From an optimization exercise on the open Yosys and OpenROAD flow, aimed at small area, a short achievable clock period and few clock cycles; shortcuts taken in it are not production practice. Where RTL was checked, it was by simulation tests only, not by an equivalence proof against the original.

## matmul_sequencer
module matmul_sequencer (
  input  logic       clk,
  input  logic       rst,
  input  logic       rx_valid,
  input  logic [7:0] rx_data,
  output logic [7:0] tx_data,
  output logic       tx_valid,
  input  logic       tx_ready,
  output logic       busy,
  output logic       done,
  output logic       err
);
  localparam logic [1:0] S_HDR = 2'd0, S_A = 2'd1, S_B = 2'd2, S_RUN = 2'd3;
  logic [1:0]  st_q, bcnt_q, hcnt_q, lph_q;
  logic [1:0]  mm1_q, nm1_q, pm1_q, ci_q, ck_q;
  logic [23:0] word_q;
  logic        nz_q, busy_q, done_q, err_q;
  logic [31:0] hw_q;
  logic [1:0]  tk_q, tr_q, tj_q;
  logic        tfirst_q, tfinal_q, apend_q;
  logic [2:0]  pc_q;
  logic [31:0] ar [0:3][0:3];
  logic [31:0] cr [0:3][0:3];
  logic [31:0] ains [0:3];
  logic [31:0] cins [0:3];
  logic        s2v_q, s2fin_q, s2last_q;
  logic [1:0]  s2j_q;
  logic        wfin_q;
  logic [1:0]  wfj_q;
  logic [2:0]  fcol_q;
  logic [31:0] w_q;
  logic        wv_q, wlast_q;
  logic [1:0]  wb_q, oi_q, oj_q;
  logic        oall_q;
  logic [7:0]  tx_data_q;
  logic        tx_valid_q, tx_last_q;
  logic        rxv, wend, hdr_ok, bload, going_busy, awe;
  logic [31:0] word_d;
  assign rxv    = rx_valid & ~busy_q;
  assign wend   = rxv & (bcnt_q == 2'd3);
  assign word_d = {word_q, rx_data};
  assign hdr_ok = ~nz_q & (rx_data[7:3] == 5'd0) & (rx_data[2:0] != 3'd0) &
                  ~(rx_data[2] & (rx_data[1:0] != 2'd0));
  assign bload  = wend & (st_q == S_B);
  ...
export LEC_CHECK = 0
export CAP_MARGIN = 20
export CORE_MARGIN = 2
export CORE_UTILIZATION = 40
export PLACE_DENSITY = 0.6
export SLEW_MARGIN = 20
create_clock -name core_clock -period 11.0 [get_ports {clk}]
standard.sh (not shown) runs the stock make flow with config.mk's settings and CLKGATE_MAP_FILE= SYNTH_SCRIPT=/design/flow/synth_recipe.tcl, a recipe that flattens the netlist after the stock synthesis.
==> flow/flow/run.sh <==
#!/bin/bash
set -euo pipefail
bash standard.sh SETUP_SLACK_MARGIN=7.65 CTS_CLUSTER_SIZE=30 CTS_CLUSTER_DIAMETER=70 finish > standard.log 2>&1
The starting point finished with timing, DRC and antenna clean.
Testbench counts at the start, summed over its fixed seeds: cycles 26,589.
Next try:
==> flow/flow/run.sh (replaced) <==
#!/bin/bash
set -euo pipefail
bash standard.sh SETUP_SLACK_MARGIN=7.75 CTS_CLUSTER_SIZE=25 CTS_CLUSTER_DIAMETER=70 finish > standard.log 2>&1
The changed run produced a clean layout.
Wire length increases by a few percent.
Fmax is higher slightly.
Setup slack gets better by 0.033 ns.
Register-to-register slack gains 0.02 ns.

---

Another version of the RTL of matmul_sequencer (not shown whole).
Size: ~4000 cells after synthesis, about 1300 flip-flops, ~24 I/O pins.
Settings: LEC_CHECK=0, CAP_MARGIN=20, CORE_MARGIN=2, CORE_UTILIZATION=40, PLACE_DENSITY=0.6, SLEW_MARGIN=20; clock period 11.0 ns.
==> flow/flow/run.sh <==
#!/bin/bash
set -euo pipefail
bash standard.sh SETUP_SLACK_MARGIN=7.5 "CTS_BUF_LIST=sky130_fd_sc_hd__clkbuf_4 sky130_fd_sc_hd__clkbuf_8" finish > standard.log 2>&1
Testbench counts at the start, summed over its fixed seeds: cycles 26,589.
Change:
==> flow/flow/run.sh (replaced) <==
#!/bin/bash
set -euo pipefail
bash standard.sh SETUP_SLACK_MARGIN=7.5 CTS_CLUSTER_SIZE=25 CTS_CLUSTER_DIAMETER=70 finish > standard.log 2>&1
Wire length fell by 2.4%.
Setup slack improves by 0.094 ns.
Design area fell by 3.6%.
Critical path depth fell by 1.
Register-to-register slack improves by 0.09 ns.
First-iteration DRC count rose by 5.0%.
Change:
==> flow/flow/run.sh (replaced) <==
#!/bin/bash
set -euo pipefail
bash standard.sh SETUP_SLACK_MARGIN=7.5 CORE_UTILIZATION=60 PLACE_DENSITY=0.75 finish > standard.log 2>&1
Fmax drops by 2.6%.
Change:
==> flow/flow/run.sh (replaced) <==
#!/bin/bash
set -euo pipefail
bash standard.sh SETUP_SLACK_MARGIN=7.5 CTS_CLUSTER_SIZE=25 CTS_CLUSTER_DIAMETER=100 finish > standard.log 2>&1
This time the run aborted during final report (6_report).
First-iteration DRC count falls by about a fifth.
Via count decreases by a few percent.
Area after synthesis does not change.
Wire length climbs by a few percent.
Global-route usage fell by 9.8 points.
Synthesized cell count is unchanged.
Change:
==> flow/flow/run.sh (replaced) <==
#!/bin/bash
set -euo pipefail
bash standard.sh SETUP_SLACK_MARGIN=7.5 CTS_CLUSTER_SIZE=20 CTS_CLUSTER_DIAMETER=90 finish > standard.log 2>&1
Effect: With this change the flow produced a clean layout; wire length went up by 0.31%; global-route usage went up by 0.19 points; synthesized cell count stays the same; via count hardly moves; synthesized area does not change.
Change:
==> flow/flow/run.sh (replaced) <==
#!/bin/bash
# The standard layout, with repair_timing asked for a larger setup margin.
set -euo pipefail
bash standard.sh SETUP_SLACK_MARGIN=7.5 finish > standard.log 2>&1
Effect:
- utilization came out higher by 1.8 points
- register-to-register slack is better by 0.11 ns
- routed wire length came out higher by about 1.4%
- cell area came out higher by about 4%
- die area does not change
- non-clock buffer count came out higher by 6
- maximum frequency came out higher by about 3%
- area after synthesis is unchanged

---

== build 98 ==
matmul_sequencer again, from the RTL that the note above started with.
Settings: LEC_CHECK=0, CAP_MARGIN=20, CORE_MARGIN=2, CORE_UTILIZATION=40, PLACE_DENSITY=0.6, SLEW_MARGIN=20; clock period 11.0 ns.
==> flow/flow/run.sh <==
#!/bin/bash
set -euo pipefail
bash standard.sh SETUP_SLACK_MARGIN=7.5 CTS_CLUSTER_SIZE=30 CTS_CLUSTER_DIAMETER=70 finish > standard.log 2>&1
The flow did not stop early for build 98: all stages ran, and the layout cleared the timing, design-rule and antenna checks.
Testbench counts of build 98, summed over its fixed seeds: cycles 26,589.
[inputs] build 39 vs build 98
==> flow/flow/run.sh <==
#!/bin/bash
set -euo pipefail
bash standard.sh SETUP_SLACK_MARGIN=7.65 CTS_CLUSTER_SIZE=25 CTS_CLUSTER_DIAMETER=70 finish > standard.log 2>&1
## What came out
- Diff build 98 -> build 39 | number of antenna violations at the first check in global routing | decrease of 1
- Build 39 vs build 98: maximum fanout encountered on the critical timing path up
- Build 39 against build 98: sum of net half-perimeters after detailed placement climbed about 0.4%, met2 track utilization from global routing moved down, worst hold slack neither gained nor lost much, post-route core utilization now sits lower.
- Build 39 vs build 98, instance count: build 39 lower
- Higher data required time at the worst endpoint among build 98 and build 39: build 98
- Looking at final worst-path cycle share across build 98 and build 39, the one that comes out higher is build 98.
- NOTE final non-filler cell area build 98->build 39 decreased slightly
#### Input delta (build 32 over build 39)
==> flow/flow/run.sh <==
#!/bin/bash
set -euo pipefail
bash standard.sh SETUP_SLACK_MARGIN=7.5 CTS_CLUSTER_SIZE=30 CTS_CLUSTER_DIAMETER=90 finish > standard.log 2>&1
### Flow results
When build 32 is set beside build 39, its sequential share of cell area turns out to be 0.55 points larger. Lower shortest period the worst path allows was reported by build 39, not build 32. Build 32 ended up with hw_q[25]$_DFFE_PN_ as its launch point of the critical path; build 39 ended up with hw_q[27]$_DFFE_PN_. Build 32 vs build 39, endpoint of the worst setup timing path: cut_q[88]$_DFF_P_ vs cut_q[91]$_DFF_P_.

---

Another version of the RTL of matmul_sequencer (not shown whole).
Size in the first run: ~4900 cells after synthesis, about 1300 flip-flops, about 50000 um2 of cells after synthesis.
## matmul_sequencer
module matmul_sequencer (
  input  logic       clk,
  input  logic       rst,
  input  logic       rx_valid,
  input  logic [7:0] rx_data,
  output logic [7:0] tx_data,
  output logic       tx_valid,
  input  logic       tx_ready,
  output logic       busy,
  output logic       done,
  output logic       err
);
==> flow/config.mk <==
export PLATFORM = sky130hd
export DESIGN_NAME = matmul_sequencer
export DESIGN_NICKNAME = matmul_sequencer
export VERILOG_FILES = /design/flow/design.v
export SDC_FILE = /design/flow/constraint.sdc
export NUM_CORES = 4
export LEC_CHECK = 0
export CAP_MARGIN = 20
export CORE_MARGIN = 2
export CORE_UTILIZATION = 40
export PLACE_DENSITY = 0.6
export SLEW_MARGIN = 20
==> flow/constraint.sdc <==
create_clock -name core_clock -period 11.0 [get_ports {clk}]
set_input_delay 2.2000 -clock core_clock [delete_from_list [all_inputs] [get_ports {clk}]]
set_output_delay 2.2000 -clock core_clock [all_outputs]
set_load 0.01 [all_outputs]
==> flow/flow/run.sh <==
#!/bin/bash
set -euo pipefail
bash standard.sh SETUP_SLACK_MARGIN=7.65 CTS_CLUSTER_SIZE=25 CTS_CLUSTER_DIAMETER=70 ABC_AREA=1 finish > standard.log 2>&1
The first run completed without violations.
Testbench counts at the start, summed over its fixed seeds: cycles 26,589.
Rerun with:
==> flow/flow/run.sh (replaced) <==
#!/bin/bash
set -euo pipefail
bash standard.sh SETUP_SLACK_MARGIN=7.65 CTS_CLUSTER_SIZE=25 CTS_CLUSTER_DIAMETER=70 finish > standard.log 2>&1
=> Maximum frequency is higher by 1.6%. Clock skew is lower by 0.012 ns. Sequential cell count is unchanged. Via count is lower by 17%. Non-clock buffer count is lower by 48. Hold slack gets better by 0.017 ns. Wire length is lower by 14%. Design area is lower by 3.4%. Register-to-register slack gets better by 0.11 ns.

---

RTL: one of the versions met above, not the one the previous note started from.
For scale: ~4000 cells after synthesis, roughly 1300 flip-flops, about 24 I/O pins.
// matmul_sequencer
module matmul_sequencer (
  input  logic       clk,
  input  logic       rst,
  input  logic       rx_valid,
  input  logic [7:0] rx_data,
  output logic [7:0] tx_data,
  output logic       tx_valid,
  input  logic       tx_ready,
  output logic       busy,
  output logic       done,
  output logic       err
);
clock: 11.0 ns
lec_check: 0
cap_margin: 20
core_margin: 2
core_utilization: 40
place_density: 0.6
slew_margin: 20
==> flow/flow/run.sh <==
#!/bin/bash
set -euo pipefail
bash standard.sh SETUP_SLACK_MARGIN=7.55 CTS_CLUSTER_SIZE=25 CTS_CLUSTER_DIAMETER=70 finish > standard.log 2>&1
Testbench counts at the start, summed over its fixed seeds: cycles 26,589.
==> next run, changes <==
==> flow/flow/run.sh (replaced) <==
#!/bin/bash
set -euo pipefail
bash standard.sh SETUP_SLACK_MARGIN=7.65 CTS_CLUSTER_SIZE=25 CTS_CLUSTER_DIAMETER=70 finish > standard.log 2>&1
What happened: Worst setup slack improves by 0.012 ns; cell area came out higher by 0.37%; via count rises by 0.45%; worst hold slack hardly moves; first-iteration DRC count climbs by 4.7%.

---

raven:
Another version of the RTL of matmul_sequencer (not shown whole).
Size in the first run: about 4000 cells after synthesis, about 24 I/O pins, roughly 48000 um2 of cells after synthesis.
==> flow/design.v (excerpt) <==
module matmul_sequencer (
  input  logic       clk,
  input  logic       rst,
  input  logic       rx_valid,
  input  logic [7:0] rx_data,
  output logic [7:0] tx_data,
  output logic       tx_valid,
  input  logic       tx_ready,
  output logic       busy,
  output logic       done,
  output logic       err
);
  localparam logic [1:0] S_HDR = 2'd0, S_A = 2'd1, S_B = 2'd2, S_RUN = 2'd3;
  logic [1:0]  st_q, bcnt_q, hcnt_q, lph_q;
  logic [1:0]  mm1_q, nm1_q, pm1_q, ci_q, ck_q;
  logic [23:0] word_q;
  logic        nz_q, busy_q, done_q, err_q;
  logic [31:0] hw_q;
  logic [1:0]  tk_q, tr_q, tj_q;
  logic        tfirst_q, tfinal_q, apend_q;
  logic [2:0]  pc_q;
  logic [31:0] ar [0:3][0:3];
  logic [31:0] cr [0:3][0:3];
  logic [31:0] ains [0:3];
  logic [31:0] cins [0:3];
  logic [31:0] s2s_q, s2c_q;
  logic        s2v_q, s2fin_q, s2last_q;
  logic [1:0]  s2j_q;
  logic        wfin_q;
  logic [1:0]  wfj_q;
  logic [2:0]  fcol_q;
  logic [31:0] w_q;
  logic        wv_q, wlast_q;
  logic [1:0]  wb_q, oi_q, oj_q;
  logic        oall_q;
  logic [7:0]  tx_data_q;
  logic        tx_valid_q, tx_last_q;
  logic        rxv, wend, hdr_ok, bload, going_busy, awe;
  logic [31:0] word_d;
  assign rxv    = rx_valid & ~busy_q;
  assign wend   = rxv & (bcnt_q == 2'd3);
  assign word_d = {word_q, rx_data};
  assign hdr_ok = ~nz_q & (rx_data[7:3] == 5'd0) & (rx_data[2:0] != 3'd0) &
                  ~(rx_data[2] & (rx_data[1:0] != 2'd0));
  assign bload  = wend & (st_q == S_B);
  assign going_busy = bload & (ci_q == nm1_q) & (ck_q == pm1_q);
  assign awe    = apend_q & ((lph_q + 2'd1) == tr_q);
  always_ff @(posedge clk) begin
    if (rxv) word_q <= word_d[23:0];
    if (wend) hw_q <= word_d;
  end
  always_comb begin
    for (int k = 0; k < 4; k++) begin
      ains[k] = (awe && tk_q == 2'(k)) ? hw_q : ar[k][3];
    end
  end
  logic [31:0] sum2;
  assign sum2 = s2s_q + s2c_q;
  always_comb begin
    for (int j = 0; j < 4; j++) begin
      cins[j] = (s2v_q && s2j_q == 2'(j)) ? sum2 : cr[j][3];
    end
  end
  always_ff @(posedge clk) begin
    for (int k = 0; k < 4; k++) begin
      ar[k][0] <= ains[k];
      ar[k][1] <= ar[k][0];
      ar[k][2] <= ar[k][1];
  ...
export LEC_CHECK = 0
export CAP_MARGIN = 20
export CORE_MARGIN = 2
export CORE_UTILIZATION = 40
export PLACE_DENSITY = 0.6
export SLEW_MARGIN = 20
create_clock -name core_clock -period 11.0 [get_ports {clk}]
==> flow/flow/run.sh <==
#!/bin/bash
# The standard layout, with repair_timing asked for a larger setup margin.
set -euo pipefail
bash standard.sh SETUP_SLACK_MARGIN=7 finish > standard.log 2>&1
Setup changes, raven to nickel
Settings: ABC_CLOCK_PERIOD_IN_PS: unset -> 3500.
==> flow/run.sh (new file) <==
#!/bin/bash
# synth_recipe.tcl (not shown) runs the flow's synth.tcl, then flattens the netlist and writes it again
# the make line also repeats each setting of config.mk as NAME=value (left out here)
make -C /OpenROAD-flow-scripts/flow DESIGN_CONFIG=/design/flow/config.mk WORK_HOME=/design/flow/orfs CLKGATE_MAP_FILE= SYNTH_SCRIPT=/design/flow/synth_recipe.tcl finish
removed: flow/flow/run.sh
removed: flow/standard.sh
[summary]
- The detailed placer's ending HPWL was comparable across nickel and raven.
- [compare] base=raven new=nickel: final setup slack of the worst path moved down; aggregate routed wire length moved down; per-cell routed wire length moved down.
- The detailed route wirelength on metal2 of nickel is lower than that of raven.
No run of this note included a check of the RTL's function; only the layout flow was run.

==> separate check: timing with driven ports <==
The results above use ideal ports. As a check the final layouts listed here were re-extracted and re-timed, cells and wires unchanged. Step 1, drivers: a clkbuf_16 drives clk and a buf_2 each remaining input, both assumed. Step 2, shift: input delay + t, output delay - t, t = (earliest + latest rising clock arrival at the registers) / 2. This alone moves slack from input paths to output paths. Slacks: ideal / step 1 / step 2; pairs: ideal / step 1.
run	shift t [ns]	setup WS [ns]	worst setup path at the end
the first run of note 1	0.746	7.543 / 7.469 / 6.946	input to register
the second run of note 1	0.726	7.577 / 7.501 / 7.064	input to register
the first run of note 2	0.912	7.389 / 7.327 / 6.686	input to register
the second run of note 2	0.741	7.483 / 7.483 / 6.862	input to register
the third run of note 2	0.748	7.389 / 7.389 / 6.925	input to register
the fifth run of note 2	0.740	7.370 / 7.370 / 6.879	input to register
the sixth run of note 2	0.802	7.480 / 7.451 / 6.837	input to register
build 98	0.739	7.439 / 7.439 / 6.869	input to register
build 39	0.732	7.479 / 7.479 / 6.979	input to register
build 32	0.740	7.392 / 7.392 / 6.855	input to register
the first run of note 4	0.746	7.561 / 7.489 / 7.030	input to register
the second run of note 4	0.710	7.615 / 7.542 / 7.077	input to register
the first run of note 5	0.730	7.556 / 7.484 / 6.816	input to register
the second run of note 5	0.721	7.568 / 7.494 / 6.992	input to register
raven	0.782	6.304 / 6.304 / 6.304	register to register
nickel	0.770	5.735 / 5.735 / 5.479	input to register
After both steps every run listed still meets setup and hold. The setup slack of the first run of note 5, which loses most, moves by -0.072 ns with the drivers and by -0.740 ns with both steps.
